Background: an optimization exercise with open tools, aiming at a short achievable clock period and few clock cycles. Do not read the settings as production practice.
The RTL was checked by simulation tests, not by an equivalence proof against the original design.
No activity file was given, so power comes from the tool's default toggle rates.

==> design/flow/design.v <==
`default_nettype none
`default_nettype wire
`default_nettype none
package rv_pkg;
  localparam logic [4:0] OPC_LOAD   = 5'b00000;
  localparam logic [4:0] OPC_OP_IMM = 5'b00100;
  localparam logic [4:0] OPC_AUIPC  = 5'b00101;
  localparam logic [4:0] OPC_STORE  = 5'b01000;
  localparam logic [4:0] OPC_OP     = 5'b01100;
  localparam logic [4:0] OPC_LUI    = 5'b01101;
  localparam logic [4:0] OPC_BRANCH = 5'b11000;
  localparam logic [4:0] OPC_JALR   = 5'b11001;
  localparam logic [4:0] OPC_JAL    = 5'b11011;
endpackage
`default_nettype wire
`default_nettype none
module rv_regfile (
  input  logic        i_clk,
  input  logic        i_rst,
  input  logic        i_we,
  input  logic [4:0]  i_rd,
  input  logic [31:0] i_wdata,
  input  logic [4:0]  i_rs1,
  input  logic [4:0]  i_rs2,
  output logic [31:0] o_rs1_data,
  output logic [31:0] o_rs2_data
);
  logic [31:0] regs [1:31];
  always_ff @(posedge i_clk) begin
    if (!i_rst && i_we && (i_rd != 5'd0)) begin
      regs[i_rd] <= i_wdata;
    end
  end
  always_comb begin
    if (i_rs1 == 5'd0)                 o_rs1_data = 32'd0;
    else if (i_we && (i_rs1 == i_rd))  o_rs1_data = i_wdata;
    else                               o_rs1_data = regs[i_rs1];
    if (i_rs2 == 5'd0)                 o_rs2_data = 32'd0;
    else if (i_we && (i_rs2 == i_rd))  o_rs2_data = i_wdata;
    else                               o_rs2_data = regs[i_rs2];
  end
endmodule
`default_nettype wire
`default_nettype none
module rv_core (
  input  logic        i_clk,
  input  logic        i_rst,
  input  logic        i_valid_i,
  input  logic        i_valid_d,
  input  logic [31:0] i_data_in_i,
  input  logic [31:0] i_data_in_d,
  output logic [31:0] o_addr_i,
  output logic [31:0] o_addr_d,
  output logic [3:0]  o_we_d,
  output logic        o_rd_d,
  output logic [31:0] o_data_out_d
);
  localparam int S_ADD  = 0;
  localparam int S_SUB  = 1;
  localparam int S_SLL  = 2;
  localparam int S_SRL  = 3;
  localparam int S_SRA  = 4;
  localparam int S_SLT  = 5;
  localparam int S_SLTU = 6;
  localparam int S_XOR  = 7;
  localparam int S_OR   = 8;
  localparam int S_AND  = 9;
  localparam int S_PC4  = 10;
  localparam int NSEL   = 11;
  logic ce;
  assign ce = i_valid_i && i_valid_d;
  logic [31:0] pc;
  logic        d_valid;
  logic [31:0] d_pc;
  logic [31:0] d_insn;
  logic [31:0]     e_a;
  logic [31:0]     e_b;
  logic [31:0]     e_sd;
  logic            e_fa;
  logic            e_fb;
  logic            e_fsd;
  logic [NSEL-1:0] e_sel;
  logic [2:0]      e_f3;
  logic [31:0]     e_pc4;
  logic [31:0]     e_target;
  logic            e_pred;
  logic            e_br;
  logic            e_jalr;
  logic            e_load;
  logic            e_store;
  logic            e_wen;
  logic [4:0]      e_rd;
  logic [31:0] m_result;
  logic [31:0] m_wdata;
  logic [3:0]  m_we;
  logic [2:0]  m_f3;
  logic        m_load;
  logic        m_wen;
  logic [4:0]  m_rd;
  logic        w_wen;
  logic [4:0]  w_rd;
  logic [31:0] w_data;
  logic [31:0] op_a;
  logic [31:0] op_b;
  logic [31:0] sd;
  logic [31:0] sum;
  logic [31:0] diff;
  logic        lt;
  logic        ltu;
  logic        eq;
  logic        taken;
  logic [31:0] result;
  logic        ex_redirect;
  logic [31:0] ex_target;
  logic [3:0]  be;
  logic [31:0] wdata;
  assign op_a = e_fa  ? m_result : e_a;
  assign op_b = e_fb  ? m_result : e_b;
  assign sd   = e_fsd ? m_result : e_sd;
  assign sum  = op_a + op_b;
  assign diff = op_a - op_b;
  assign lt   = $signed(op_a) < $signed(op_b);
  assign ltu  = op_a < op_b;
  assign eq   = op_a == op_b;
  always_comb begin
    result = 32'd0;
    if (e_sel[S_ADD])  result = result | sum;
    if (e_sel[S_SUB])  result = result | diff;
    if (e_sel[S_SLL])  result = result | (op_a << op_b[4:0]);
    if (e_sel[S_SRL])  result = result | (op_a >> op_b[4:0]);
    if (e_sel[S_SRA])  result = result | $unsigned($signed(op_a) >>> op_b[4:0]);
    if (e_sel[S_SLT])  result = result | {31'd0, lt};
    if (e_sel[S_SLTU]) result = result | {31'd0, ltu};
    if (e_sel[S_XOR])  result = result | (op_a ^ op_b);
    if (e_sel[S_OR])   result = result | (op_a | op_b);
    if (e_sel[S_AND])  result = result | (op_a & op_b);
    if (e_sel[S_PC4])  result = result | e_pc4;
  end
  always_comb begin
    case (e_f3[2:1])
      2'b00:   taken = eq;
      2'b10:   taken = lt;
      2'b11:   taken = ltu;
      default: taken = 1'b0;
    endcase
    taken = taken ^ e_f3[0];
  end
  assign ex_redirect = e_jalr || (e_br && (taken != e_pred));
  assign ex_target   = e_jalr ? {sum[31:1], 1'b0} : (taken ? e_target : e_pc4);
  always_comb begin
    case (e_f3[1:0])
      2'b00: begin
        be    = 4'b0001 << sum[1:0];
        wdata = {4{sd[7:0]}};
      end
      2'b01: begin
        be    = sum[1] ? 4'b1100 : 4'b0011;
        wdata = {2{sd[15:0]}};
      end
      default: begin
        be    = 4'b1111;
        wdata = sd;
      end
    endcase
  end
  logic [31:0] ld_shift;
  logic [31:0] ld_data;
  logic [31:0] ma_value;
  assign o_addr_d     = m_result;
  assign o_rd_d       = m_load;
  assign o_we_d       = m_we;
  assign o_data_out_d = m_wdata;
  assign ld_shift = i_data_in_d >> {m_result[1:0], 3'b000};
  always_comb begin
    case (m_f3)
      3'b000:  ld_data = {{24{ld_shift[7]}}, ld_shift[7:0]};
      3'b001:  ld_data = {{16{ld_shift[15]}}, ld_shift[15:0]};
      3'b100:  ld_data = {24'd0, ld_shift[7:0]};
      3'b101:  ld_data = {16'd0, ld_shift[15:0]};
      default: ld_data = ld_shift;
    endcase
  end
  assign ma_value = m_load ? ld_data : m_result;
  logic [4:0]  opc;
  logic [4:0]  rs1;
  logic [4:0]  rs2;
  logic [4:0]  rd;
  logic [2:0]  f3;
  logic        is_lui, is_auipc, is_jal, is_jalr, is_br, is_load, is_store, is_opimm, is_op;
  logic        use_rs1;
  logic        use_rs2;
  logic        writes;
  logic [31:0] imm_i, imm_s, imm_b, imm_u, imm_j;
  logic [31:0] imm;
  logic [31:0] rf_rs1;
  logic [31:0] rf_rs2;
  logic [31:0] rs1_v;
  logic [31:0] rs2_v;
  logic        ex_hit1, ex_hit2;
  logic        id_stall;
  logic        id_pred;
  logic [31:0] id_target;
  logic        alt;
  logic [NSEL-1:0] sel;
  assign opc = d_insn[6:2];
  assign rs1 = d_insn[19:15];
  assign rs2 = d_insn[24:20];
  assign rd  = d_insn[11:7];
  assign f3  = d_insn[14:12];
  assign is_lui   = opc == rv_pkg::OPC_LUI;
  assign is_auipc = opc == rv_pkg::OPC_AUIPC;
  assign is_jal   = opc == rv_pkg::OPC_JAL;
  assign is_jalr  = opc == rv_pkg::OPC_JALR;
  assign is_br    = opc == rv_pkg::OPC_BRANCH;
  assign is_load  = opc == rv_pkg::OPC_LOAD;
  assign is_store = opc == rv_pkg::OPC_STORE;
  assign is_opimm = opc == rv_pkg::OPC_OP_IMM;
  assign is_op    = opc == rv_pkg::OPC_OP;
  assign use_rs1 = is_jalr || is_br || is_load || is_store || is_opimm || is_op;
  assign use_rs2 = is_br || is_store || is_op;
  assign writes  = (is_lui || is_auipc || is_jal || is_jalr || is_load || is_opimm || is_op) &&
                   (rd != 5'd0);
  assign imm_i = {{20{d_insn[31]}}, d_insn[31:20]};
  assign imm_s = {{20{d_insn[31]}}, d_insn[31:25], d_insn[11:7]};
  assign imm_b = {{19{d_insn[31]}}, d_insn[31], d_insn[7], d_insn[30:25], d_insn[11:8], 1'b0};
  assign imm_u = {d_insn[31:12], 12'd0};
  assign imm_j = {{11{d_insn[31]}}, d_insn[31], d_insn[19:12], d_insn[20], d_insn[30:21], 1'b0};
  assign imm = is_store ? imm_s : (is_lui || is_auipc) ? imm_u : imm_i;
  rv_regfile regfile_i (
    .i_clk      (i_clk),
    .i_rst      (i_rst),
    .i_we       (w_wen),
    .i_rd       (w_rd),
    .i_wdata    (w_data),
    .i_rs1      (rs1),
    .i_rs2      (rs2),
    .o_rs1_data (rf_rs1),
    .o_rs2_data (rf_rs2)
  );
  assign rs1_v = (m_wen && (m_rd == rs1)) ? ma_value : rf_rs1;
  assign rs2_v = (m_wen && (m_rd == rs2)) ? ma_value : rf_rs2;
  assign ex_hit1 = e_wen && (e_rd == rs1);
  assign ex_hit2 = e_wen && (e_rd == rs2);
  assign id_stall = d_valid && e_load && ((use_rs1 && ex_hit1) || (use_rs2 && ex_hit2));
  assign id_pred   = d_valid && (is_jal || (is_br && d_insn[31]));
  assign id_target = d_pc + (is_jal ? imm_j : imm_b);
  assign alt = d_insn[30] && (is_op || (f3 == 3'b101));
  always_comb begin
    sel = '0;
    if (is_jal || is_jalr) begin
      sel[S_PC4] = 1'b1;
    end else if (is_op || is_opimm) begin
      case (f3)
        3'b000:  sel[(alt && is_op) ? S_SUB : S_ADD] = 1'b1;
        3'b001:  sel[S_SLL] = 1'b1;
        3'b010:  sel[S_SLT] = 1'b1;
        3'b011:  sel[S_SLTU] = 1'b1;
        3'b100:  sel[S_XOR] = 1'b1;
        3'b101:  sel[alt ? S_SRA : S_SRL] = 1'b1;
        3'b110:  sel[S_OR] = 1'b1;
        default: sel[S_AND] = 1'b1;
      endcase
    end else begin
      sel[S_ADD] = 1'b1;
    end
  end
  assign o_addr_i = pc;
  always_ff @(posedge i_clk) begin
    if (i_rst) begin
      pc      <= 32'h0000_0000;
      d_valid <= 1'b0;
    end else if (ce) begin
      if (ex_redirect) begin
        pc      <= ex_target;
        d_valid <= 1'b0;
      end else if (!id_stall) begin
        if (id_pred) begin
          pc      <= id_target;
          d_valid <= 1'b0;
        end else begin
          pc      <= pc + 32'd4;
          d_valid <= 1'b1;
        end
      end
    end
  end
  always_ff @(posedge i_clk) begin
    if (ce && !ex_redirect && !id_stall) begin
      d_pc   <= pc;
      d_insn <= i_data_in_i;
    end
  end
  always_ff @(posedge i_clk) begin
    if (i_rst) begin
      e_br    <= 1'b0;
      e_jalr  <= 1'b0;
      e_load  <= 1'b0;
      e_store <= 1'b0;
      e_wen   <= 1'b0;
    end else if (ce) begin
      if (ex_redirect || id_stall || !d_valid) begin
        e_br    <= 1'b0;
        e_jalr  <= 1'b0;
        e_load  <= 1'b0;
        e_store <= 1'b0;
        e_wen   <= 1'b0;
      end else begin
        e_br    <= is_br;
        e_jalr  <= is_jalr;
        e_load  <= is_load;
        e_store <= is_store;
        e_wen   <= writes;
      end
    end
  end
  always_ff @(posedge i_clk) begin
    if (ce) begin
      e_a      <= is_auipc ? d_pc : is_lui ? 32'd0 : rs1_v;
      e_b      <= (is_op || is_br) ? rs2_v : imm;
      e_sd     <= rs2_v;
      e_fa     <= use_rs1 && ex_hit1;
      e_fb     <= (is_op || is_br) && ex_hit2;
      e_fsd    <= ex_hit2;
      e_sel    <= sel;
      e_f3     <= f3;
      e_pc4    <= d_pc + 32'd4;
      e_target <= id_target;
      e_pred   <= id_pred;
      e_rd     <= rd;
    end
  end
  always_ff @(posedge i_clk) begin
    if (i_rst) begin
      m_load <= 1'b0;
      m_we   <= 4'd0;
      m_wen  <= 1'b0;
      w_wen  <= 1'b0;
    end else if (ce) begin
      m_load <= e_load;
      m_we   <= e_store ? be : 4'd0;
      m_wen  <= e_wen;
      w_wen  <= m_wen;
    end
  end
  always_ff @(posedge i_clk) begin
    if (ce) begin
      m_result <= result;
      m_wdata  <= wdata;
      m_f3     <= e_f3;
      m_rd     <= e_rd;
      w_rd     <= m_rd;
      w_data   <= ma_value;
    end
  end
endmodule
`default_nettype wire
==> design/flow/run.sh <==
#!/bin/bash
# synth_recipe.tcl (not shown) runs the flow's synth.tcl, then flattens the netlist and writes it again
# the make line also repeats each setting of config.mk as NAME=value (left out here)
make -C /OpenROAD-flow-scripts/flow DESIGN_CONFIG=/design/flow/config.mk WORK_HOME=/design/flow/orfs CLKGATE_MAP_FILE= SYNTH_SCRIPT=/design/flow/synth_recipe.tcl finish
==> design/flow/config.mk <==
export PLATFORM = sky130hd
export DESIGN_NAME = rv_core
export DESIGN_NICKNAME = rv_core
export VERILOG_FILES = /design/flow/design.v
export SDC_FILE = /design/flow/constraint.sdc
export NUM_CORES = 4
export LEC_CHECK = 0
export ABC_CLOCK_PERIOD_IN_PS = 3000
export CAP_MARGIN = 20
export CORE_MARGIN = 2
export CORE_UTILIZATION = 40
export SETUP_SLACK_MARGIN = 3.5
export SLEW_MARGIN = 20
==> design/flow/constraint.sdc <==
create_clock -name core_clock -period 7.0 [get_ports {i_clk}]
set_input_delay 1.4000 -clock core_clock [delete_from_list [all_inputs] [get_ports {i_clk}]]
set_output_delay 1.4000 -clock core_clock [all_outputs]
set_load 0.01 [all_outputs]
==> results of run 1 <==
==> layer usage <==
metal  vias to the layer above  GRT usage [%]
li1                      22480              -
met1                     27860          37.75
met2                      3283          46.87
met3                       756          6.136
met4                         6          18.10
met5                         -              0
==> layout by cell type (no fill, tap or decap), types with 25 or more instances in the layout <==
cell type,netlist,final
edfxtp_1,1345,1345
mux4_2,557,557
nor2_1,419,369
nand2_1,383,365
a21oi_1,375,326
buf_4,6,281
o21ai_0,255,204
mux2i_1,252,174
clkbuf_16,0,155
clkdlybuf4s50_1,0,155
inv_1,135,119
xnor2_1,90,82
a211oi_1,98,81
ha_1,129,80
nand3_1,84,79
xor2_1,61,58
buf_12,0,57
buf_6,4,56
o211ai_1,54,54
a21o_1,49,44
mux2i_4,0,44
nor2_4,0,43
a22oi_1,59,43
dfxtp_1,55,39
nand2b_1,39,38
a21oi_2,0,38
nor3_1,40,37
clkinv_1,6,36
o22ai_1,41,36
ha_4,0,36
mux2i_2,0,34
clkbuf_1,299,30
o21ai_1,4,29
nand4_1,27,27
a221oi_1,45,26
buf_16,0,25
buf_8,0,25
==> final timing paths <==
kind | end | cells past startpoint
setup / recovery | register | 18
hold / removal | m_we[1]$_SDFFE_PP0P_ | 2
setup reg to reg | register | 18
hold reg to reg | m_we[1]$_SDFFE_PP0P_ | 2
==> flip-flops by register name, summed over array words and instances (netlist names), 4 cells and up, named ones only <==
signal / flops
e_rd: 5
m_we: 4
e_sel: 11
w_data: 32
regfile_i.regs: 992
m_wdata: 32
m_rd: 5
e_b: 32
e_sd: 32
w_rd: 5
d_insn: 30
pc: 32
m_result: 32
e_target: 31
e_a: 32
d_pc: 32
e_pc4: 32
==> per-stage QoR <==
stage | power [W] | instances | setup slack (ps) | hold slack [ps] | area, µm²
4_1_cts | 0.02070 | 8323 | 2464 | 458.7 | 89910
2_1_floorplan | 0.01130 | 5450 | 2525 | 424.4 | 76130
5_1_grt | 0.02142 | 8433 | 2219 | 488.5 | 92010
3_3_place_gp | 0.01231 | 7838 | 766.3 | 451.4 | 80530
6_report | 0.02087 | 8436 | 2294 | 455.7 | 92010
3_5_place_dp | 0.01232 | 7839 | 736.5 | 449.6 | 80530
==> cell families (layout without fill, tap and decap cells) <==
kind of cell / count (synthesis) / in the layout
compound gates: 1230 / 1231
mux: 840 / 840
fa+ha+maj: 132 / 132
flops: 1400 / 1400
simple gates: 1135 / 1135
buf+inv: 562 / 1048
xor+xnor: 151 / 151
other cells: 0 / 4
==> repair_timing <==
| item | 4_1_cts | 5_1_grt |
|---|---|---|
| setup endpoints to repair | 767 | 334 |
| gates resized for setup | 453 | 217 |
| pin swaps | 101 | 120 |
| gates cloned | 26 | 5 |
| setup buffers | 182 | 87 |
==> report_power, final <==
| group | switching (W) | internal (W) |
|---|---|---|
| sequential | 0.000201 | 0.00927 |
| combinational | 0.00192 | 0.00142 |
| clock | 0.00354 | 0.00452 |
| total | 0.00566 | 0.0152 |
==> cells in the mapped netlist, types with 55 or more instances <==
| cell type | n | area (µm²) |
|---|---|---|
| edfxtp_1 | 1345 | 40390 |
| mux4_2 | 557 | 12540 |
| nor2_1 | 419 | 1573 |
| nand2_1 | 383 | 1438 |
| a21oi_1 | 375 | 1877 |
| clkbuf_1 | 299 | 1122 |
| o21ai_0 | 255 | 1276 |
| mux2i_1 | 252 | 2522 |
| inv_1 | 135 | 506.7 |
| ha_1 | 129 | 1614 |
| a211oi_1 | 98 | 735.7 |
| xnor2_1 | 90 | 788.3 |
| buf_1 | 88 | 330.3 |
| nand3_1 | 84 | 420.4 |
| xor2_1 | 61 | 534.3 |
| a22oi_1 | 59 | 442.9 |
| dfxtp_1 | 55 | 1101 |
==> layout make-up <==
class / instances / area share, %
multi-input combinational: 3489 / 37.69
clock buffer: 184 / 4.262
sequential: 1400 / 45.14
clock inverter: 92 / 1.096
antenna: 4 / 0.01088
timing repair buffer: 630 / 7.798
tap: 2495 / 3.393
inverter: 142 / 0.6174
==> worst min-delay path: cells and delay by family (launching register included) <==
kind / cells / cell delay, ps
simple gates: 1 / 50
compound gates: 1 / 50
flops: 1 / 310
==> results.cfg, run 1 <==
[run_status]
status = finished clean

[sta]
worst_pin_slew_ps = 1218
finClkSkew_ps = 56.01
setup_tns_ps = 0
hold_viol = 0
period_minus_slack_ps = 4706
drv_slew = 0
rsz0062_at_grt = true
fin_crit_sh_pct = 67.23
slew_headroom_pct = 16.46
setup_viol = 0
fmax_mhz = 212.5

[setup_path]
startpoint = e_fb$_DFFE_PP_
worstReg2RegStart = e_fb$_DFFE_PP_
r2r_setup_slack_ps = 2290
crit_family = simple AND/OR/NAND/NOR gates
critPathKind = register to register
crit_path_start_kind = register
cpMaxStageDelayCell = or4_4
path_cells = buf_6 -> buf_4 -> buf_4 -> mux2i_4 -> ha_4 -> nor4_4 -> nand4_1 -> or4_4 -> o211ai_1 -> a21oi_1 -> nand4b_4 -> o21a_1 -> o21a_4 -> nor3_4 -> buf_12 -> buf_12 -> buf_16 -> mux2_4
endpoint_kind = register
cpPeakStageDelay_ps = 520
crit_arrival_ps = 5390
crit_required_ps = 7680
crit_fanout = 10
critPathBufInv = 6

[yosys]
synthAdderAreaFrac_pct = 2.225
ys_ff_latch = 1400
synthCells = 5450
synth-async-reset-ratio_pct = 0
synth_top_family_by_area = multiplexers
syn_avg_cell_area_um2 = 13.80
syn_nets = 5650
synth-edff-count = 1345
yosysUniqueCellTypes = 98
ys_seq_area_share_pct = 55.15
synthMuxAreaShare_pct = 20.49
synth-xor-area-share_pct = 1.758
yosys.area_share.simple_pct = 6.732
synth_top_flop_cell = edfxtp_1
ys_warn_count = 2
synth-compound-area-share_pct = 10.73
syn_area_um2 = 75230

[die]
die_h_um = 437.7
pin_count = 169
dieWidth_um = 437.7
die-area_um2 = 191600
core_area_um2 = 187400
num_rows = 159
initial_core_util_pct = 40.14

[final_layout]
fin_nets = 6013
seq_area_um2 = 41530
multi_input_area_um2 = 34680
fin_util_pct = 49.10
layout-drive-gt1-share_pct = 29.85
fillCellCount = 15940
area_growth_pct = 22.31

[routing]
detail-route-antenna-nets = 0
vias = 54380
dr.pass1.iters = 9
highest_layer = met5
wl_met1_mm = 106.9
wire_per_inst_um = 34.62
finalWirelength_mm = 292.1
avgViaCountPerCell = 6.446
drt_iter0_markers = 7098
wl_met2_mm = 136.1
wl_met3_mm = 27.16
drt_drc_violations_left = 0

[power_and_ir_drop]
power_leakage_nw = 30.31
ir_drop_mv = 0.2247
power_density_nw_per_um2 = 226.8

[clocking]
cts_num_sinks = 1400
h-tree-depth = 4
ctsHoldBuffers = 0
root_buffer = clkbuf_16
cts_tree = done
clk_pin_slew_ps = 60
clock_path_buffers = 3
clk_latency_ps = 830
cts_inserted_buffers = 150

[hold_path]
worstHoldStart = m_we[1]$_SDFFE_PP0P_
hp-class = register to register

[place]
routabilityCongestion = 0.9918
dp_hpwl_mm = 186.7
io_buffer_count = 166

[grt]
overflow = 0
grt_start_max_net_pins = 153
antenna_found_initial = 13
grt_util_all_layers_pct = 29.72
grt_first_pass_wirelength_mm = 403.3
grt_pass1_vias = 52600

[run]
maxCapViolations = 0
Testbench counts, summed over its fixed seeds: cycles 13,754.
==> run 2: changes to the inputs <==
--- a/design/flow/design.v
+++ b/design/flow/design.v
@@ -67,9 +67,17 @@
   localparam int S_AND  = 9;
   localparam int S_PC4  = 10;
   localparam int NSEL   = 11;
+  localparam int BTB_IB = 4;
+  localparam int BTB_N  = 1 << BTB_IB;
+  localparam int BTB_TW = 8;
   logic ce;
   assign ce = i_valid_i && i_valid_d;
   logic [31:0] pc;
+  logic              btb_v   [BTB_N];
+  logic [BTB_TW-1:0] btb_tag [BTB_N];
+  logic [31:2]       btb_tgt [BTB_N];
+  logic        d_bp;
+  logic [31:0] d_bpt;
   logic        d_valid;
   logic [31:0] d_pc;
   logic [31:0] d_insn;
@@ -84,6 +92,9 @@
   logic [31:0]     e_pc4;
   logic [31:0]     e_target;
   logic            e_pred;
+  logic [31:0]     e_pnext;
+  logic [31:0]     e_pc;
+  logic            e_jal;
   logic            e_br;
   logic            e_jalr;
   logic            e_load;
@@ -117,11 +128,35 @@
   assign op_a = e_fa  ? m_result : e_a;
   assign op_b = e_fb  ? m_result : e_b;
   assign sd   = e_fsd ? m_result : e_sd;
-  assign sum  = op_a + op_b;
-  assign diff = op_a - op_b;
-  assign lt   = $signed(op_a) < $signed(op_b);
-  assign ltu  = op_a < op_b;
-  assign eq   = op_a == op_b;
+  logic [31:0] sum_ee, sum_me, sum_em, sum_mm;
+  logic [31:0] dif_ee, dif_me, dif_em;
+  logic        lt_ee, lt_me, lt_em;
+  logic        ltu_ee, ltu_me, ltu_em;
+  logic        eq_ee, eq_me, eq_em;
+  assign sum_ee = e_a + e_b;
+  assign sum_me = m_result + e_b;
+  assign sum_em = e_a + m_result;
+  assign sum_mm = {m_result[30:0], 1'b0};
+  assign dif_ee = e_a - e_b;
+  assign dif_me = m_result - e_b;
+  assign dif_em = e_a - m_result;
+  assign lt_ee  = $signed(e_a) < $signed(e_b);
+  assign lt_me  = $signed(m_result) < $signed(e_b);
+  assign lt_em  = $signed(e_a) < $signed(m_result);
+  assign ltu_ee = e_a < e_b;
+  assign ltu_me = m_result < e_b;
+  assign ltu_em = e_a < m_result;
+  assign eq_ee  = e_a == e_b;
+  assign eq_me  = m_result == e_b;
+  assign eq_em  = e_a == m_result;
+  always_comb begin
+    case ({e_fa, e_fb})
+      2'b00: begin sum = sum_ee; diff = dif_ee; lt = lt_ee; ltu = ltu_ee; eq = eq_ee; end
+      2'b10: begin sum = sum_me; diff = dif_me; lt = lt_me; ltu = ltu_me; eq = eq_me; end
+      2'b01: begin sum = sum_em; diff = dif_em; lt = lt_em; ltu = ltu_em; eq = eq_em; end
+      default: begin sum = sum_mm; diff = 32'd0; lt = 1'b0; ltu = 1'b0; eq = 1'b1; end
+    endcase
+  end
   always_comb begin
     result = 32'd0;
     if (e_sel[S_ADD])  result = result | sum;
@@ -145,8 +180,20 @@
     endcase
     taken = taken ^ e_f3[0];
   end
-  assign ex_redirect = e_jalr || (e_br && (taken != e_pred));
-  assign ex_target   = e_jalr ? {sum[31:1], 1'b0} : (taken ? e_target : e_pc4);
+  logic        act_taken;
+  logic        tgt_ok;
+  logic        jalr_ok;
+  logic [31:1] j_need;
+  logic [30:1] j_cout;
+  logic        j_c1;
+  assign j_need = op_a[31:1] ^ op_b[31:1] ^ e_pnext[31:1];
+  assign j_cout = (op_a[30:1] & op_b[30:1]) | (j_need[30:1] & (op_a[30:1] ^ op_b[30:1]));
+  assign j_c1   = op_a[0] & op_b[0];
+  assign jalr_ok = (j_need[1] == j_c1) && (j_need[31:2] == j_cout[30:1]);
+  assign tgt_ok  = e_pnext == e_target;
+  assign act_taken   = e_jal || e_jalr || (e_br && taken);
+  assign ex_redirect = e_pred ? (!act_taken || !(e_jalr ? jalr_ok : tgt_ok)) : act_taken;
+  assign ex_target   = !act_taken ? e_pc4 : e_jalr ? {sum[31:1], 1'b0} : e_target;
   always_comb begin
     case (e_f3[1:0])
       2'b00: begin
@@ -242,7 +289,7 @@
   assign ex_hit1 = e_wen && (e_rd == rs1);
   assign ex_hit2 = e_wen && (e_rd == rs2);
   assign id_stall = d_valid && e_load && ((use_rs1 && ex_hit1) || (use_rs2 && ex_hit2));
-  assign id_pred   = d_valid && (is_jal || (is_br && d_insn[31]));
+  assign id_pred   = d_valid && !d_bp && (is_jal || (is_br && d_insn[31]));
   assign id_target = d_pc + (is_jal ? imm_j : imm_b);
   assign alt = d_insn[30] && (is_op || (f3 == 3'b101));
   always_comb begin
@@ -265,6 +312,12 @@
     end
   end
   assign o_addr_i = pc;
+  logic [BTB_IB-1:0] f_idx;
+  logic              f_hit;
+  logic [31:0]       f_tgt;
+  assign f_idx = pc[BTB_IB+1:2];
+  assign f_hit = btb_v[f_idx] && (btb_tag[f_idx] == pc[BTB_IB+BTB_TW+1:BTB_IB+2]);
+  assign f_tgt = {btb_tgt[f_idx], 2'b00};
   always_ff @(posedge i_clk) begin
     if (i_rst) begin
       pc      <= 32'h0000_0000;
@@ -278,34 +331,42 @@
           pc      <= id_target;
           d_valid <= 1'b0;
         end else begin
-          pc      <= pc + 32'd4;
+          pc      <= f_hit ? f_tgt : pc + 32'd4;
           d_valid <= 1'b1;
         end
       end
     end
   end
   always_ff @(posedge i_clk) begin
-    if (ce && !ex_redirect && !id_stall) begin
+    if (ce && !id_stall) begin
       d_pc   <= pc;
       d_insn <= i_data_in_i;
+      d_bp   <= f_hit;
+      d_bpt  <= f_tgt;
     end
   end
   always_ff @(posedge i_clk) begin
     if (i_rst) begin
       e_br    <= 1'b0;
+      e_jal   <= 1'b0;
       e_jalr  <= 1'b0;
+      e_pred  <= 1'b0;
       e_load  <= 1'b0;
       e_store <= 1'b0;
       e_wen   <= 1'b0;
     end else if (ce) begin
       if (ex_redirect || id_stall || !d_valid) begin
         e_br    <= 1'b0;
+        e_jal   <= 1'b0;
+        e_pred  <= 1'b0;
         e_jalr  <= 1'b0;
         e_load  <= 1'b0;
         e_store <= 1'b0;
         e_wen   <= 1'b0;
       end else begin
         e_br    <= is_br;
+        e_jal   <= is_jal;
+        e_pred  <= d_bp || id_pred;
         e_jalr  <= is_jalr;
         e_load  <= is_load;
         e_store <= is_store;
@@ -325,10 +386,44 @@
       e_f3     <= f3;
       e_pc4    <= d_pc + 32'd4;
       e_target <= id_target;
-      e_pred   <= id_pred;
+      e_pnext  <= d_bp ? d_bpt : id_target;
+      e_pc     <= d_pc;
       e_rd     <= rd;
     end
   end
+  logic              u_we;
+  logic              u_taken;
+  logic [BTB_IB-1:0] u_idx;
+  logic [BTB_TW-1:0] u_tag;
+  logic [31:2]       u_tgt;
+  always_ff @(posedge i_clk) begin
+    if (i_rst) begin
+      u_we <= 1'b0;
+    end else if (ce) begin
+      u_we <= e_br || e_jal || e_jalr;
+    end
+  end
+  always_ff @(posedge i_clk) begin
+    if (ce) begin
+      u_taken <= act_taken;
+      u_idx   <= e_pc[BTB_IB+1:2];
+      u_tag   <= e_pc[BTB_IB+BTB_TW+1:BTB_IB+2];
+      u_tgt   <= ex_target[31:2];
+    end
+  end
+  always_ff @(posedge i_clk) begin
+    if (i_rst) begin
+      for (int i = 0; i < BTB_N; i++) btb_v[i] <= 1'b0;
+    end else if (ce && u_we) begin
+      btb_v[u_idx] <= u_taken;
+    end
+  end
+  always_ff @(posedge i_clk) begin
+    if (ce && u_we && u_taken) begin
+      btb_tag[u_idx] <= u_tag;
+      btb_tgt[u_idx] <= u_tgt;
+    end
+  end
   always_ff @(posedge i_clk) begin
     if (i_rst) begin
       m_load <= 1'b0;
==> design/flow/config.mk (replaced) <==
export PLATFORM = sky130hd
export DESIGN_NAME = rv_core
export DESIGN_NICKNAME = rv_core
export VERILOG_FILES = /design/flow/design.v
export SDC_FILE = /design/flow/constraint.sdc
export NUM_CORES = 4
export LEC_CHECK = 0
export ABC_CLOCK_PERIOD_IN_PS = 2500
export CAP_MARGIN = 20
export CORE_MARGIN = 2
export CORE_UTILIZATION = 40
export PLACE_DENSITY = 0.65
export SETUP_SLACK_MARGIN = 4.0
export SLEW_MARGIN = 20
==> run 2 against run 1 <==
Net effect: still clean; global-route usage rose by 1.9 points; final area rose by 58%; count of clock-buffer cells in the layout rose by 89; largest power group unchanged; highest routed layer unchanged.
==> results.cfg, run 2 <==
[place]
placed_area_um2 = 119900
dp_hpwl_mm = 292.6
place_ws_ps = 1129
io_buffer_count = 166
routabilityCongestion = 1.081

[yosys]
syn_avg_cell_area_um2 = 14.09
ys_ff_latch = 2148
synth-async-reset-ratio_pct = 0
synth_top_flop_cell = edfxtp_1
ys_warn_count = 2
netlist.area_leader.share_pct = 55.68
yosysUniqueCellTypes = 98
synth_top_area_cell = edfxtp_1
synth_area_leaders = edfxtp_1 (56%), mux4_2 (15%), ha_1 (2.9%)
ys_seq_area_share_pct = 56.78
synth_common_cells = edfxtp_1 (2086), mux4_2 (742), nand2_1 (616)
syn_area_um2 = 112500
syn_nets = 8350
synth-edff-count = 2086
synthCells = 7984
yosysMostFrequentCell = edfxtp_1

[final_layout]
largest_reg_flops = 992
fillCellCount = 22600
fin_area_um2 = 145400
seq_area_um2 = 64060
top_register = regfile_i.regs
area_growth_pct = 29.25
reg_top3 = regfile_i.regs x992, btb_tgt x480, btb_tag x128
fin_nets = 9412
layout-drive-gt1-share_pct = 36.94
multi_input_area_um2 = 52180
layout_common_cells = edfxtp_1 (2086), mux4_2 (742), buf_4 (683), nand2_1 (559), nor2_1 (406)
layout_commonest_cell = edfxtp_1

[setup_path]
crit_required_ps = 7840
critPathKind = register to register
startpoint = e_a[19]$_DFFE_PP_
r2r_setup_slack_ps = 2460
crit_path_end = pc[12]$_SDFFE_PP0P_
crit_arrival_ps = 5380
crit_fanout = 7
timing.rr.end = pc[12]$_SDFFE_PP0P_
crit_path_start_kind = register
endpoint_kind = register
r2r_cells = 17
worstReg2RegStart = e_a[19]$_DFFE_PP_

[routing]
detail-route-antenna-nets = 0
drt_iter0_markers = 12600
avgViaCountPerCell = 6.533
drt_drc_violations_left = 0
wire_per_inst_um = 36.30
vias = 84790
dr.pass1.iters = 8
finalWirelength_mm = 471.2

[clocking]
ctsHoldBuffers = 0
root_buffer = clkbuf_16
cts_inserted_buffers = 227
h-tree-depth = 4
clk_latency_ps = 980
clock_path_buffers = 4
cts_tree = done
cts_num_sinks = 2148
clk_pin_slew_ps = 60

[sta]
setup_viol = 0
fmax_mhz = 220.2
worst_slack_ps = 2458
finClkSkew_ps = 145.4
period_minus_slack_ps = 4542
slew_headroom_pct = 21.46
worst_pin_slew_ps = 1178
setup_tns_ps = 0
rsz0062_at_grt = true
hold_viol = 0
fin_crit_sh_pct = 64.89
drv_slew = 0

[run_status]
status = finished clean

[power_and_ir_drop]
power_leakage_nw = 50.30
power_density_nw_per_um2 = 237.2
totalPowerFinal_w = 0.03449
ir_drop_mv = 0.2377

[grt]
grt_pass1_vias = 80100
grt_util_all_layers_pct = 31.58
antenna_found_initial = 23
overflow = 0
grt_start_max_net_pins = 103
grt_first_pass_wirelength_mm = 635.3

[hold_path]
worstHoldStart = e_pc[6]$_DFFE_PP_
hold_depth = 0
hp-class = register to register

[die]
core_area_um2 = 279600
dieWidth_um = 534.4
initial_core_util_pct = 40.24
die-area_um2 = 285500
die_h_um = 534.4
num_rows = 194
pin_count = 169

[run]
maxCapViolations = 0
==> run 2: cell count changes after synthesis, sizes merged, moves of 50 or more <==
cell and delta:
edfxtp +741, nand2 +233, mux4 +189, ha +133
inv +121, o21ai +105, nor2 +96, xor2 +87
xnor2 +73, a21oi +61, clkbuf +56, mux2i +53
buf +50
==> run 2: critical path: stages, from the launching register on <==
cell	delay (ps)
edfxtp_1	800
ha_1	460
a21o_1	210
o311ai_1	480
o211a_1	360
nand3_1	110
nor3b_2	200
o32a_4	440
buf_6	140
mux2i_4	190
buf_6	140
a21oi_4	200
buf_12	150
buf_6	90
nor2_4	40
buf_6	150
buf_12	130
a32o_1	210
==> run 2: power breakdown <==
| part | internal (W) | switching [W] | total (W) |
|---|---|---|---|
| Combinational | 0.00305 | 0.00401 | 0.00705 |
| Clock | 0.00745 | 0.00537 | 0.0128 |
| Sequential | 0.0143 | 0.000333 | 0.0146 |
| Total | 0.0248 | 0.00971 | 0.0345 |
==> run 2: layout make-up <==
cell class,instances,share of cell area (%)
timing repair inverter,9,0.08432
clock buffer,273,4.109
timing repair buffer,1334,10.55
multi-input combinational,5067,35.88
antenna,15,0.02581
inverter,259,0.7692
sequential,2148,44.05
tap,3724,3.204
clock inverter,151,1.322
==> run 2: metrics by stage <==
stage	utilization (%)	cells	hold slack, ps
2_1_floorplan	-	7984	400.3
3_3_place_gp	42.85	11640	402.1
3_5_place_dp	42.89	11640	404.5
4_1_cts	50.03	12670	406.8
5_1_grt	51.99	12970	415.8
6_report	52.00	12980	408.3
==> run 2: worst min-delay path by stage <==
| stage | endpoint |
|---|---|
| finish | u_tag[0]$_DFFE_PP_ |
| global route | u_tag[0]$_DFFE_PP_ |
| CTS | u_tag[0]$_DFFE_PP_ |
| detailed placement | u_tag[6]$_DFFE_PP_ |
| global placement | u_idx[1]$_DFFE_PP_ |
| floorplan | u_idx[0]$_DFFE_PP_ |
==> run 2: timing repair <==
action / CTS / global route
setup endpoints to repair: 1905 / 441
gates resized for setup: 1691 / 627
setup buffers: 527 / 251
hold endpoints to repair: 0 / 0
cloned: 81 / 23
pin swaps: 267 / 349
==> run 2: cells by family after synthesis <==
family	count (synthesis)	share of synthesized area, %
AO/OA/AOI/OAI	1648	9.551
XOR/XNOR	311	2.421
adder cells (fa/ha/maj)	298	3.554
buffers and inverters	785	2.742
flip-flops	2148	56.78
multiplexers	1101	18.19
AND/OR/NAND/NOR	1693	6.764
==> run 2: per-layer routing <==
layer / wire length (µm) / GRT usage, % / share of wire, %
met1: 166500 / 40.79 / 35
met2: 208700 / 47.85 / 44
met3: 55280 / 6.794 / 12
met4: 40740 / 21.54 / 8.6
met5: 54 / 0 / 0.011
Testbench counts of run 2, summed over its fixed seeds: cycles 12,311.
==> run 3: changes to the inputs <==
==> design/flow/config.mk (replaced) <==
export PLATFORM = sky130hd
export DESIGN_NAME = rv_core
export DESIGN_NICKNAME = rv_core
export VERILOG_FILES = /design/flow/design.v
export SDC_FILE = /design/flow/constraint.sdc
export NUM_CORES = 4
export LEC_CHECK = 0
export ABC_CLOCK_PERIOD_IN_PS = 3000
export CAP_MARGIN = 20
export CORE_MARGIN = 2
export CORE_UTILIZATION = 40
export SETUP_SLACK_MARGIN = 3.5
export SLEW_MARGIN = 20
==> run 3 against run 2 <==
Net effect: still clean on timing, DRC and antenna; synthesized cell count did not move; non-clock buffer count shrank 351; first-iteration DRC count decreased by 6.4%; critical path type unchanged; largest cell class unchanged.
==> results.cfg, run 3 <==
[final_layout]
instances_no_fill = 12610
layout_commonest_cell = edfxtp_1
layout_common_cells = edfxtp_1 (2086), mux4_2 (742), nand2_1 (557), buf_4 (551), nor2_1 (444)
fin_nets = 9046
reg_top3 = regfile_i.regs x992, btb_tgt x480, btb_tag x128
area_growth_pct = 23.11
layout-drive-gt1-share_pct = 30.63
top_register = regfile_i.regs
largest_reg_flops = 992
fillCellCount = 23630

[setup_path]
r2r_setup_slack_ps = 2360
worstReg2RegStart = m_result[7]$_DFFE_PP_
crit_arrival_ps = 5240
crit_fanout = 8
timing.rr.end = u_tgt[24]$_DFFE_PP_
crit_path_start_kind = register
crit_required_ps = 7590
endpoint_kind = register
critPathKind = register to register
r2r_cells = 17

[run]
maxCapViolations = 0

[routing]
avgViaCountPerCell = 6.414
drt_iter0_markers = 11790
drt_drc_violations_left = 0
vias = 80850
detail-route-antenna-nets = 0
finalWirelength_mm = 451.0
wire_per_inst_um = 35.78
dr.pass1.iters = 6

[power_and_ir_drop]
totalPowerFinal_w = 0.03359
power.combinational.fraction_pct = 18.5
internal_power_w = 0.02420
p_clk_share_pct = 37.9
swShare_pct = 27.97
power_leakage_nw = 47.14
switchingPower_w = 0.009397
power_density_nw_per_um2 = 242.5
ir_drop_mv = 0.2627
seq_power_share_pct = 43.6

[place]
routabilityCongestion = 1.048
dp_cells = 11610
dp_hpwl_mm = 289.0
io_buffer_count = 166

[sta]
finClkSkew_ps = 141.6
fin_crit_sh_pct = 66.29
rsz0062_at_grt = true
worst_pin_slew_ps = 1220
hold_ws_ps = 410.0
slew_headroom_pct = 18.69
setup_viol = 0
period_minus_slack_ps = 4641
fmax_mhz = 215.5
hold_viol = 0
setup_tns_ps = 0
drv_slew = 0

[grt]
grt_use_met3_pct = 6.729
grt_start_max_net_pins = 125
antenna_found_initial = 23
use_met2_pct = 46.17
overflow = 0
grt_use_met1_pct = 40.64
grt_first_pass_wirelength_mm = 614.9
grt_pass1_vias = 77360
grt_util_all_layers_pct = 30.57
busiest_layer = met2

[die]
die-area_um2 = 285500
initial_core_util_pct = 40.24
num_rows = 194
pin_count = 169
core_area_um2 = 279600
dieWidth_um = 534.4
die_h_um = 534.4

[yosys]
ys_ff_latch = 2148
synth_top_flop_cell = edfxtp_1
syn_nets = 8350
synth_area_leaders = edfxtp_1 (56%), mux4_2 (15%), ha_1 (2.9%)
syn_avg_cell_area_um2 = 14.09
synth_top_area_cell = edfxtp_1
yosysUniqueCellTypes = 98
syn_area_um2 = 112500
synth_common_cells = edfxtp_1 (2086), mux4_2 (742), nand2_1 (616)
synthCells = 7984
netlist.area_leader.share_pct = 55.68
synth-async-reset-ratio_pct = 0
yosysMostFrequentCell = edfxtp_1
synth-edff-count = 2086
ys_warn_count = 2
ys_seq_area_share_pct = 56.78

[hold_path]
hp-class = register to register
hold_depth = 0
min_to = u_idx[3]$_DFFE_PP_
worstHoldStart = e_pc[5]$_DFFE_PP_

[clocking]
ctsHoldBuffers = 0
h-tree-depth = 4
cts_tree = done
root_buffer = clkbuf_16
clk_latency_ps = 970
clock_path_buffers = 4
cts_inserted_buffers = 228
clk_pin_slew_ps = 60
cts_num_sinks = 2148

[run_status]
status = finished clean
==> run 3: how the worst max path moves through the flow <==
stage	startpoint	to
2_1_floorplan	i_valid_i	btb_tag[14][0]$_DFFE_PP_
3_3_place_gp	e_fb$_DFFE_PP_	m_result[31]$_DFFE_PP_
3_5_place_dp	e_fb$_DFFE_PP_	m_result[31]$_DFFE_PP_
4_1_cts	m_result[0]$_DFFE_PP_	pc[24]$_SDFFE_PP0P_
5_1_grt	e_fb$_DFFE_PP_	pc[31]$_SDFFE_PP0P_
6_report	m_result[7]$_DFFE_PP_	u_tgt[24]$_DFFE_PP_
==> run 3: through the flow <==
stage | worst slack [ps] | util (%) | instance area, µm²
global placement | 1389 | 42.75 | 119500
detailed placement | 1258 | 42.79 | 119600
global route | 2329 | 49.53 | 138500
CTS | 2516 | 48.28 | 135000
finish | 2359 | 49.54 | 138500
floorplan | 2889 | - | 112900
==> run 3: cell type report <==
class	instances	area, µm²	share of cell area [%]
antenna	12	30.03	0.02168
clock buffer	271	5918	4.273
clock inverter	148	1838	1.327
inverter	259	1052	0.7597
multi-input combinational	5055	50420	36.40
sequential	2148	63980	46.19
tap	3724	4659	3.364
timing repair buffer	983	10540	7.608
timing repair inverter	5	80.08	0.05781
==> run 3: critical path, cell delays in order, from the launching register on <==
cell and delay (ps):
edfxtp_1 520, buf_4 200, inv_1 50, ha_1 360
a21oi_1 310, o21ai_0 190, o21ba_2 270, o311ai_4 380
a21oi_1 120, nor3b_1 410, o32a_4 330, mux2i_4 260
buf_12 150, buf_12 120, inv_16 50, o211ai_1 270
nand2_2 150, buf_6 160
==> run 3: layer usage <==
layer,part of all wire (%),up-vias,routed length (µm)
met3,11,1035,47360
met1,38,41710,170900
met2,44,5043,200000
met4,7.3,6,32780
li1,-,33060,-
met5,0.0075,-,34
==> run 3: power groups by stage <==
stage | sequential [W] | combinational (W) | clock, W
2_1_floorplan | 0.0147 | 0.00305 | 0
3_3_place_gp | 0.0150 | 0.00475 | 0
3_5_place_dp | 0.0150 | 0.00477 | 0
4_1_cts | 0.0147 | 0.00560 | 0.0129
5_1_grt | 0.0146 | 0.00643 | 0.0133
6_report | 0.0146 | 0.00622 | 0.0127
==> run 3: kinds of logic (layout without fill, tap and decap cells) <==
| kind of cell | Yosys count | in the layout | share of synthesized area [%] |
|---|---|---|---|
| xor+xnor | 311 | 311 | 2.421 |
| mux | 1101 | 1101 | 18.19 |
| simple gates | 1693 | 1697 | 6.764 |
| flops | 2148 | 2148 | 56.78 |
| compound gates | 1648 | 1648 | 9.551 |
| buf+inv | 785 | 1666 | 2.742 |
| fa+ha+maj | 298 | 298 | 3.554 |
| other cells | 0 | 12 | 0 |
==> run 3: timing repair <==
item | in CTS | in global routing
setup endpoints to repair | 1123 | 454
buffers inserted | 354 | 147
pin swaps | 225 | 171
gates resized for setup | 872 | 382
cloned | 39 | 9
==> run 4: changes to the inputs <==
--- a/design/flow/design.v
+++ b/design/flow/design.v
@@ -70,6 +70,7 @@
   localparam int BTB_IB = 4;
   localparam int BTB_N  = 1 << BTB_IB;
   localparam int BTB_TW = 8;
+  localparam bit FETCH_PRED = 1'b0;
   logic ce;
   assign ce = i_valid_i && i_valid_d;
   logic [31:0] pc;
@@ -87,6 +88,10 @@
   logic            e_fa;
   logic            e_fb;
   logic            e_fsd;
+  logic            e_s_ee;
+  logic            e_s_me;
+  logic            e_s_em;
+  logic            e_s_mm;
   logic [NSEL-1:0] e_sel;
   logic [2:0]      e_f3;
   logic [31:0]     e_pc4;
@@ -149,14 +154,12 @@
   assign eq_ee  = e_a == e_b;
   assign eq_me  = m_result == e_b;
   assign eq_em  = e_a == m_result;
-  always_comb begin
-    case ({e_fa, e_fb})
-      2'b00: begin sum = sum_ee; diff = dif_ee; lt = lt_ee; ltu = ltu_ee; eq = eq_ee; end
-      2'b10: begin sum = sum_me; diff = dif_me; lt = lt_me; ltu = ltu_me; eq = eq_me; end
-      2'b01: begin sum = sum_em; diff = dif_em; lt = lt_em; ltu = ltu_em; eq = eq_em; end
-      default: begin sum = sum_mm; diff = 32'd0; lt = 1'b0; ltu = 1'b0; eq = 1'b1; end
-    endcase
-  end
+  assign sum  = ({32{e_s_ee}} & sum_ee) | ({32{e_s_me}} & sum_me) |
+                ({32{e_s_em}} & sum_em) | ({32{e_s_mm}} & sum_mm);
+  assign diff = ({32{e_s_ee}} & dif_ee) | ({32{e_s_me}} & dif_me) | ({32{e_s_em}} & dif_em);
+  assign lt   = (e_s_ee & lt_ee) | (e_s_me & lt_me) | (e_s_em & lt_em);
+  assign ltu  = (e_s_ee & ltu_ee) | (e_s_me & ltu_me) | (e_s_em & ltu_em);
+  assign eq   = (e_s_ee & eq_ee) | (e_s_me & eq_me) | (e_s_em & eq_em) | e_s_mm;
   always_comb begin
     result = 32'd0;
     if (e_sel[S_ADD])  result = result | sum;
@@ -289,7 +292,7 @@
   assign ex_hit1 = e_wen && (e_rd == rs1);
   assign ex_hit2 = e_wen && (e_rd == rs2);
   assign id_stall = d_valid && e_load && ((use_rs1 && ex_hit1) || (use_rs2 && ex_hit2));
-  assign id_pred   = d_valid && !d_bp && (is_jal || (is_br && d_insn[31]));
+  assign id_pred   = !FETCH_PRED && d_valid && !d_bp && (is_jal || (is_br && d_insn[31]));
   assign id_target = d_pc + (is_jal ? imm_j : imm_b);
   assign alt = d_insn[30] && (is_op || (f3 == 3'b101));
   always_comb begin
@@ -318,6 +321,45 @@
   assign f_idx = pc[BTB_IB+1:2];
   assign f_hit = btb_v[f_idx] && (btb_tag[f_idx] == pc[BTB_IB+BTB_TW+1:BTB_IB+2]);
   assign f_tgt = {btb_tgt[f_idx], 2'b00};
+  logic        f_jal;
+  logic        f_bbr;
+  logic [31:0] f_jal_tgt;
+  logic [31:0] f_br_tgt;
+  logic        f_sp;
+  logic [31:0] f_sp_tgt;
+  logic        f_bp;
+  logic [31:0] f_bpt;
+  assign f_jal     = i_data_in_i[6:2] == rv_pkg::OPC_JAL;
+  assign f_bbr     = (i_data_in_i[6:2] == rv_pkg::OPC_BRANCH) && i_data_in_i[31];
+  logic [21:0] f_jal_lo;
+  logic [13:0] f_br_lo;
+  logic [31:21] pc_hi_j, pc_hi_jp, pc_hi_jm;
+  logic [31:13] pc_hi_b, pc_hi_bp, pc_hi_bm;
+  assign f_jal_lo = {1'b0, pc[20:0]} + {1'b0, i_data_in_i[31], i_data_in_i[19:12],
+                                        i_data_in_i[20], i_data_in_i[30:21], 1'b0};
+  assign f_br_lo  = {1'b0, pc[12:0]} + {1'b0, i_data_in_i[31], i_data_in_i[7],
+                                        i_data_in_i[30:25], i_data_in_i[11:8], 1'b0};
+  assign pc_hi_j  = pc[31:21];
+  assign pc_hi_jp = pc[31:21] + 11'd1;
+  assign pc_hi_jm = pc[31:21] - 11'd1;
+  assign pc_hi_b  = pc[31:13];
+  assign pc_hi_bp = pc[31:13] + 19'd1;
+  assign pc_hi_bm = pc[31:13] - 19'd1;
+  logic f_jp, f_jm, f_j0, f_bp1, f_bm1, f_b0;
+  assign f_jp  = !i_data_in_i[31] &&  f_jal_lo[21];
+  assign f_jm  =  i_data_in_i[31] && !f_jal_lo[21];
+  assign f_j0  = !(f_jp || f_jm);
+  assign f_bp1 = !i_data_in_i[31] &&  f_br_lo[13];
+  assign f_bm1 =  i_data_in_i[31] && !f_br_lo[13];
+  assign f_b0  = !(f_bp1 || f_bm1);
+  assign f_jal_tgt = {({11{f_jp}} & pc_hi_jp) | ({11{f_jm}} & pc_hi_jm) | ({11{f_j0}} & pc_hi_j),
+                      f_jal_lo[20:0]};
+  assign f_br_tgt  = {({19{f_bp1}} & pc_hi_bp) | ({19{f_bm1}} & pc_hi_bm) | ({19{f_b0}} & pc_hi_b),
+                      f_br_lo[12:0]};
+  assign f_sp      = FETCH_PRED && (f_jal || f_bbr);
+  assign f_sp_tgt  = ({32{f_jal}} & f_jal_tgt) | ({32{f_bbr}} & f_br_tgt);
+  assign f_bp      = f_sp || f_hit;
+  assign f_bpt     = f_sp ? f_sp_tgt : f_tgt;
   always_ff @(posedge i_clk) begin
     if (i_rst) begin
       pc      <= 32'h0000_0000;
@@ -331,7 +373,7 @@
           pc      <= id_target;
           d_valid <= 1'b0;
         end else begin
-          pc      <= f_hit ? f_tgt : pc + 32'd4;
+          pc      <= f_bp ? f_bpt : pc + 32'd4;
           d_valid <= 1'b1;
         end
       end
@@ -341,8 +383,8 @@
     if (ce && !id_stall) begin
       d_pc   <= pc;
       d_insn <= i_data_in_i;
-      d_bp   <= f_hit;
-      d_bpt  <= f_tgt;
+      d_bp   <= f_bp;
+      d_bpt  <= f_bpt;
     end
   end
   always_ff @(posedge i_clk) begin
@@ -381,6 +423,10 @@
       e_sd     <= rs2_v;
       e_fa     <= use_rs1 && ex_hit1;
       e_fb     <= (is_op || is_br) && ex_hit2;
+      e_s_ee   <= !(use_rs1 && ex_hit1) && !((is_op || is_br) && ex_hit2);
+      e_s_me   <=  (use_rs1 && ex_hit1) && !((is_op || is_br) && ex_hit2);
+      e_s_em   <= !(use_rs1 && ex_hit1) &&  ((is_op || is_br) && ex_hit2);
+      e_s_mm   <=  (use_rs1 && ex_hit1) &&  ((is_op || is_br) && ex_hit2);
       e_fsd    <= ex_hit2;
       e_sel    <= sel;
       e_f3     <= f3;
==> run 4 against run 3 <==
Net effect: largest cell class unchanged; count of clock-buffer cells in the layout shrank 4; first-iteration DRC count increased by 2.9%; maximum frequency decreased by 2.8%; worst setup slack worse by 140 ps; critical path depth is 1 higher; register-to-register slack lost 140 ps.
==> results.cfg, run 4 <==
[run_status]
status = finished clean

[sta]
period_minus_slack_ps = 4776
setup_viol = 0
worst_pin_slew_ps = 1282
hold_viol = 0
finClkSkew_ps = 127.9
setup_tns_ps = 0
drv_slew = 0
slew_headroom_pct = 12.06
fin_crit_sh_pct = 68.23
rsz0062_at_grt = true
fmax_mhz = 209.4

[setup_path]
r2r_setup_slack_ps = 2220
worstReg2RegStart = e_b[24]$_DFFE_PP_
r2r_cells = 18
endpoint_kind = register
cp.depth = 18
critPathKind = register to register
crit_required_ps = 7740
critPathBufInv = 5
crit_family = compound AO/OA/AOI/OAI gates
crit_fanout = 6
crit_path_start_kind = register
path_cells = buf_4 -> inv_1 -> ha_2 -> nand2_1 -> nor3_4 -> buf_6 -> nand4_1 -> nand3_2 -> a31oi_4 -> mux2_4 -> a211o_1 -> a211o_4 -> nor2_4 -> clkinv_4 -> o311a_4 -> nand2_8 -> buf_12 -> o32ai_4
crit_arrival_ps = 5510
cpMaxStageDelayCell = ha_2
cpPeakStageDelay_ps = 460

[grt]
overflow = 0
grt_pass1_vias = 77970
grt_util_all_layers_pct = 32.12
antenna_found_initial = 31
grt_start_max_net_pins = 157
grt_first_pass_wirelength_mm = 640.4

[final_layout]
area_growth_pct = 22.66
reg_top3 = regfile_i.regs x992, btb_tgt x480, btb_tag x128
layout_commonest_cell = edfxtp_1
fin_util_pct = 49.25
layout-drive-gt1-share_pct = 30.64
top_register = regfile_i.regs
layout_common_cells = edfxtp_1 (2090), mux4_2 (746), nor2_1 (594), buf_4 (569), nand2_1 (450)
fillCellCount = 24280
fin_nets = 9187
largest_reg_flops = 992

[place]
routabilityCongestion = 1.019
dp_hpwl_mm = 320.3
io_buffer_count = 166

[hold_path]
hp-class = register to register
worstHoldStart = e_pc[13]$_DFFE_PP_
hold_depth = 0
min_to = u_tag[7]$_DFFE_PP_

[yosys]
synth_common_cells = edfxtp_1 (2090), mux4_2 (746), nor2_1 (677)
synth-compound-area-share_pct = 9.622
syn_avg_cell_area_um2 = 13.95
synthAdderAreaFrac_pct = 3.814
ys_warn_count = 2
synth_top_area_cell = edfxtp_1
syn_nets = 8508
syn_area_um2 = 113300
ys_ff_latch = 2152
yosysMostFrequentCell = edfxtp_1
synth-xor-area-share_pct = 2.575
ys_seq_area_share_pct = 56.51
netlist.area_leader.share_pct = 55.42
synth_top_family_by_area = multiplexers
synthCells = 8117
synth-async-reset-ratio_pct = 0
synth_area_leaders = edfxtp_1 (55%), mux4_2 (15%), ha_1 (3.2%)
synthMuxAreaShare_pct = 17.75
synth-edff-count = 2090
yosysUniqueCellTypes = 95
yosys.area_share.simple_pct = 6.746
synth_top_flop_cell = edfxtp_1

[clocking]
cts_inserted_buffers = 228
cts_num_sinks = 2152
h-tree-depth = 4
clk_pin_slew_ps = 60
clk_latency_ps = 990
ctsHoldBuffers = 0
cts_tree = done
root_buffer = clkbuf_16
clock_path_buffers = 4

[routing]
wire_per_inst_um = 37.15
avgViaCountPerCell = 6.425
wl_met3_mm = 44.41
detail-route-antenna-nets = 0
wl_met2_mm = 211.9
wl_met1_mm = 185.2
drt_iter0_markers = 12130
finalWirelength_mm = 473.2
vias = 81840
drt_drc_violations_left = 0
highest_layer = met5
dr.pass1.iters = 6

[die]
dieWidth_um = 536.1
num_rows = 195
pin_count = 169
die-area_um2 = 287400
initial_core_util_pct = 40.15
die_h_um = 536.1
core_area_um2 = 282000

[run]
maxCapViolations = 0

[power_and_ir_drop]
power_leakage_nw = 46.84
ir_drop_mv = 0.3038
power_density_nw_per_um2 = 227.1
totalPowerFinal_w = 0.03155
[run 4: cell count changes after synthesis, moves of 24 or more]
cell      delta
nor2_1     +161
o21a_1      +26
mux2i_1     -52
inv_1       +68
a211oi_1    +57
o211ai_1    -34
a21oi_1     +73
o21ai_0     -73
xor2_1      -29
nand3_1     -24
nand2_1    -143
xnor2_1     +51
ha_1        +24
nand3b_1    +25
[run 4: layer usage]
metal | vias to the layer above | global-route usage [%]
met3 | 997 | 5.832
met1 | 42680 | 43.62
li1 | 33340 | -
met2 | 4805 | 49.14
met4 | 12 | 17.19
met5 | - | 0
[run 4: how the worst max path moves through the flow]
stage,from,to,slack [ps]
2_1_floorplan,d_insn[17]$_DFFE_PP_,register,2690
3_3_place_gp,m_result[1]$_DFFE_PP_,m_result[18]$_DFFE_PP_,860
3_5_place_dp,e_b[29]$_DFFE_PP_,pc[31]$_SDFFE_PP0P_,970
4_1_cts,e_b[26]$_DFFE_PP_,register,2410
5_1_grt,e_b[26]$_DFFE_PP_,pc[31]$_SDFFE_PP0P_,2250
6_report,e_b[24]$_DFFE_PP_,register,2220
[run 4: layout make-up]
class                           instances  area [µm²]  area share [%]
Timing Repair inverter                  1       5.005        0.003603
Multi-Input combinational cell       5097       50920           36.66
Inverter                              326        1305          0.9394
Clock inverter                        154        1644           1.184
Timing Repair Buffer                  990       10360           7.457
Sequential cell                      2152       64090           46.13
Tap cell                             3743        4683           3.371
Clock buffer                          267        5894           4.243
Antenna cell                            7       17.52         0.01261
[run 4: per-stage QoR]
| step | hold slack [ps] | instances | cell area, µm² | worst slack (ps) |
|---|---|---|---|---|
| 2_1_floorplan | 400.3 | 8117 | 113900 | 2689 |
| 3_3_place_gp | 411.5 | 11770 | 120800 | 855.2 |
| 3_5_place_dp | 416.8 | 11780 | 121000 | 971.4 |
| 4_1_cts | 433.1 | 12580 | 135600 | 2413 |
| 5_1_grt | 445.2 | 12730 | 138900 | 2250 |
| 6_report | 443.8 | 12740 | 138900 | 2224 |
[run 4: what timing repair did]
item                       in CTS  in global routing
pin swaps                     180                143
gates resized for setup       784                371
setup endpoints to repair     674                501
gates cloned                   19                 10
buffers inserted              359                125
[run 4: cell families (layout without fill, tap and decap cells)]
kind of cell / count (synthesis) / in the layout
DFF: 2152 / 2152
AOI/OAI and AO/OA: 1670 / 1670
and+or+nand+nor: 1698 / 1704
other: 0 / 7
muxes: 1067 / 1067
xor gates and xnor gates: 333 / 333
buffers and inverters: 874 / 1738
adders and majority gates: 323 / 323
[run 4: where the power goes]
part | total (W) | switching, W | leakage [nW] | internal, W
Sequential | 0.0145 | 0.000243 | 19.3 | 0.0142
Combinational | 0.00470 | 0.00283 | 23.9 | 0.00187
Clock | 0.0124 | 0.00533 | 3.67 | 0.00706
Total | 0.0316 | 0.00840 | 46.8 | 0.0232
Testbench counts of run 4, summed over its fixed seeds: cycles 12,311.
==> run 5: changes to the inputs <==
--- a/design/flow/design.v
+++ b/design/flow/design.v
@@ -70,7 +70,7 @@
   localparam int BTB_IB = 4;
   localparam int BTB_N  = 1 << BTB_IB;
   localparam int BTB_TW = 8;
-  localparam bit FETCH_PRED = 1'b0;
+  localparam bit FETCH_PRED = 1'b1;
   logic ce;
   assign ce = i_valid_i && i_valid_d;
   logic [31:0] pc;
@@ -329,31 +329,28 @@
   logic [31:0] f_sp_tgt;
   logic        f_bp;
   logic [31:0] f_bpt;
-  assign f_jal     = i_data_in_i[6:2] == rv_pkg::OPC_JAL;
+  assign f_jal     = (i_data_in_i[6:2] == rv_pkg::OPC_JAL) &&
+                     ((i_data_in_i[19:12] == {8{i_data_in_i[31]}}));
   assign f_bbr     = (i_data_in_i[6:2] == rv_pkg::OPC_BRANCH) && i_data_in_i[31];
-  logic [21:0] f_jal_lo;
+  logic [13:0] f_jal_lo;
   logic [13:0] f_br_lo;
-  logic [31:21] pc_hi_j, pc_hi_jp, pc_hi_jm;
   logic [31:13] pc_hi_b, pc_hi_bp, pc_hi_bm;
-  assign f_jal_lo = {1'b0, pc[20:0]} + {1'b0, i_data_in_i[31], i_data_in_i[19:12],
-                                        i_data_in_i[20], i_data_in_i[30:21], 1'b0};
+  assign f_jal_lo = {1'b0, pc[12:0]} + {1'b0, i_data_in_i[31], i_data_in_i[20],
+                                        i_data_in_i[30:21], 1'b0};
   assign f_br_lo  = {1'b0, pc[12:0]} + {1'b0, i_data_in_i[31], i_data_in_i[7],
                                         i_data_in_i[30:25], i_data_in_i[11:8], 1'b0};
-  assign pc_hi_j  = pc[31:21];
-  assign pc_hi_jp = pc[31:21] + 11'd1;
-  assign pc_hi_jm = pc[31:21] - 11'd1;
   assign pc_hi_b  = pc[31:13];
   assign pc_hi_bp = pc[31:13] + 19'd1;
   assign pc_hi_bm = pc[31:13] - 19'd1;
   logic f_jp, f_jm, f_j0, f_bp1, f_bm1, f_b0;
-  assign f_jp  = !i_data_in_i[31] &&  f_jal_lo[21];
-  assign f_jm  =  i_data_in_i[31] && !f_jal_lo[21];
+  assign f_jp  = !i_data_in_i[31] &&  f_jal_lo[13];
+  assign f_jm  =  i_data_in_i[31] && !f_jal_lo[13];
   assign f_j0  = !(f_jp || f_jm);
   assign f_bp1 = !i_data_in_i[31] &&  f_br_lo[13];
   assign f_bm1 =  i_data_in_i[31] && !f_br_lo[13];
   assign f_b0  = !(f_bp1 || f_bm1);
-  assign f_jal_tgt = {({11{f_jp}} & pc_hi_jp) | ({11{f_jm}} & pc_hi_jm) | ({11{f_j0}} & pc_hi_j),
-                      f_jal_lo[20:0]};
+  assign f_jal_tgt = {({19{f_jp}} & pc_hi_bp) | ({19{f_jm}} & pc_hi_bm) | ({19{f_j0}} & pc_hi_b),
+                      f_jal_lo[12:0]};
   assign f_br_tgt  = {({19{f_bp1}} & pc_hi_bp) | ({19{f_bm1}} & pc_hi_bm) | ({19{f_b0}} & pc_hi_b),
                       f_br_lo[12:0]};
   assign f_sp      = FETCH_PRED && (f_jal || f_bbr);
==> run 5 against run 4 <==
Net effect: largest power group unchanged; non-clock buffer count up 19; via count rose by 3.7%; still clean on timing, DRC and antenna; sequential share of layout area is 1.1 points lower; area after synthesis grew 2.2%; routed wire length is 2.8% lower.
==> results.cfg, run 5 <==
[power_and_ir_drop]
power_density_nw_per_um2 = 223.7
power_leakage_nw = 48.20
ir_drop_mv = 0.2133

[setup_path]
cpMaxStageDelayCell = fa_1
r2r_setup_slack_ps = 2400
startpoint = e_fb$_DFFE_PP_
critPathKind = register to register
crit_fanout = 29
endpoint_kind = register
r2r_cells = 20
cpPeakStageDelay_ps = 470
crit_required_ps = 7770
path_cells = buf_12 -> clkbuf_16 -> nand2_1 -> o21a_1 -> inv_1 -> fa_1 -> xor2_2 -> nand4_1 -> nor4_1 -> nand3_1 -> o31ai_4 -> buf_4 -> nand2_1 -> inv_1 -> o31ai_4 -> buf_4 -> a21oi_4 -> nor2_4 -> buf_6 -> a311oi_2
crit_arrival_ps = 5380
worstReg2RegStart = e_fb$_DFFE_PP_
crit_path_start_kind = register

[clocking]
cts_inserted_buffers = 227
cts_num_sinks = 2154
clk_latency_ps = 930
h-tree-depth = 4
cts_tree = done
root_buffer = clkbuf_16
ctsHoldBuffers = 0
clock_path_buffers = 4
clk_pin_slew_ps = 60

[routing]
vias = 84890
drt_iter0_markers = 12860
wire_per_inst_um = 35.02
dr.pass1.iters = 7
detail-route-antenna-nets = 0
finalWirelength_mm = 459.8
drt_drc_violations_left = 0
avgViaCountPerCell = 6.466

[run]
maxCapViolations = 0

[grt]
overflow = 0
grt_use_met3_pct = 6.205
use_met2_pct = 44.84
grt_start_max_net_pins = 140
grt_use_met1_pct = 41.10
grt_util_all_layers_pct = 30.00
grt_pass1_vias = 80160
antenna_found_initial = 29
busiest_layer = met2
grt_first_pass_wirelength_mm = 624.9

[sta]
worst_pin_slew_ps = 1248
period_minus_slack_ps = 4603
fmax_mhz = 217.2
setup_tns_ps = 0
fin_crit_sh_pct = 65.76
drv_slew = 0
hold_viol = 0
slew_headroom_pct = 16.68
finClkSkew_ps = 85.37
rsz0062_at_grt = true
setup_viol = 0

[yosys]
synth_common_cells = edfxtp_1 (2092), mux4_2 (746), nor2_1 (637)
synthCells = 8481
synth_top_flop_cell = edfxtp_1
syn_area_um2 = 115800
ys_seq_area_share_pct = 55.32
ys_ff_latch = 2154
netlist.area_leader.share_pct = 54.25
yosysMostFrequentCell = edfxtp_1
synth-edff-count = 2092
syn_avg_cell_area_um2 = 13.65
ys_warn_count = 2
yosysUniqueCellTypes = 101
synth_area_leaders = edfxtp_1 (54%), mux4_2 (15%), ha_1 (3.3%)
synth_top_area_cell = edfxtp_1
synth-async-reset-ratio_pct = 0
syn_nets = 8897

[run_status]
status = finished clean

[final_layout]
top_register = regfile_i.regs
reg_top3 = regfile_i.regs x992, btb_tgt x480, btb_tag x128
area_growth_pct = 23.16
layout_common_cells = edfxtp_1 (2092), mux4_2 (746), nor2_1 (571), buf_4 (569), nand2_1 (533)
largest_reg_flops = 992
fillCellCount = 24280
fin_nets = 9561
layout-drive-gt1-share_pct = 31.42
fin_area_um2 = 142600
layout_commonest_cell = edfxtp_1
fin_util_pct = 49.49

[hold_path]
hold_depth = 0
hp-class = register to register

[place]
placed_area_um2 = 123000
io_buffer_count = 166
routabilityCongestion = 0.9911
dp_hpwl_mm = 299.8

[die]
die_h_um = 542.1
num_rows = 197
pin_count = 169
die-area_um2 = 293800
dieWidth_um = 542.1
initial_core_util_pct = 40.19
core_area_um2 = 288100
-- run 5: per-layer routing --
| metal | part of all wire (%) | vias up |
|---|---|---|
| li1 | - | 34780 |
| met1 | 39 | 43830 |
| met2 | 44 | 5295 |
| met3 | 10 | 971 |
| met4 | 6.5 | 14 |
| met5 | 0.022 | - |
-- run 5: worst min path at each step --
stage	startpoint	slack, ps	endpoint
2_1_floorplan	e_pc[2]$_DFFE_PP_	400	u_idx[0]$_DFFE_PP_
3_3_place_gp	e_pc[4]$_DFFE_PP_	410	u_idx[2]$_DFFE_PP_
3_5_place_dp	e_pc[3]$_DFFE_PP_	410	u_idx[1]$_DFFE_PP_
4_1_cts	e_pc[5]$_DFFE_PP_	420	u_idx[3]$_DFFE_PP_
5_1_grt	e_pc[5]$_DFFE_PP_	440	u_idx[3]$_DFFE_PP_
6_report	e_pc[5]$_DFFE_PP_	420	u_idx[3]$_DFFE_PP_
-- run 5: repair_timing --
| item | CTS | global route |
|---|---|---|
| pin swaps | 275 | 237 |
| cloned | 18 | 22 |
| resized for setup | 1102 | 462 |
| setup endpoints to repair | 994 | 504 |
| setup buffers | 324 | 195 |
-- run 5: cell type report --
cell class	count	area [µm²]	share of cell area, %
Sequential cell	2154	64170	45.00
Multi-Input combinational cell	5422	54280	38.06
Timing Repair Buffer	1009	10590	7.427
Clock buffer	277	5961	4.180
Tap cell	3781	4731	3.317
Clock inverter	139	1474	1.033
Inverter	329	1326	0.9300
Antenna cell	15	37.54	0.02632
Timing Repair inverter	2	36.28	0.02544
-- run 5: where the power goes --
part	leakage, nW	internal [W]	switching [W]
registers	19.3	0.0143	0.000295
logic	25.3	0.00209	0.00299
clock network	3.61	0.00701	0.00527
total	48.2	0.0234	0.00855
-- run 5: per-stage QoR --
stage | setup WS (ps) | std cells | hold WS [ps] | total power, W
final | 2397 | 13130 | 418.2 | 0.03191
after global routing | 2364 | 13120 | 439.4 | 0.03268
after CTS | 2434 | 12880 | 420.3 | 0.03156
after detailed placement | 746.0 | 12120 | 411.7 | 0.01886
after global placement | 753.9 | 12120 | 410.5 | 0.01884
after floorplan | 2148 | 8481 | 400.3 | 0.01726
-- run 5: logic make-up (layout without fill, tap and decap cells) --
logic type	count (synthesis)	in the layout	synth area share [%]
AOI/OAI and AO/OA	1833	1833	10.43
xor gates and xnor gates	350	350	2.647
and+or+nand+nor	1811	1821	7.100
other	0	15	0
muxes	1070	1070	17.39
buffers and inverters	915	1756	3.091
adders and majority gates	348	348	4.013
DFF	2154	2154	55.32
-- run 5: worst max-delay path, delay by kind of cell (launching register included) --
kind                       cells  cell delay, ps
buffers and inverters          7            1150
DFF                            1             410
adders and majority gates      1             470
AOI/OAI and AO/OA              5            1160
xor gates and xnor gates       1             300
and+or+nand+nor                6             910
Testbench counts of run 5, summed over its fixed seeds: cycles 11,981.
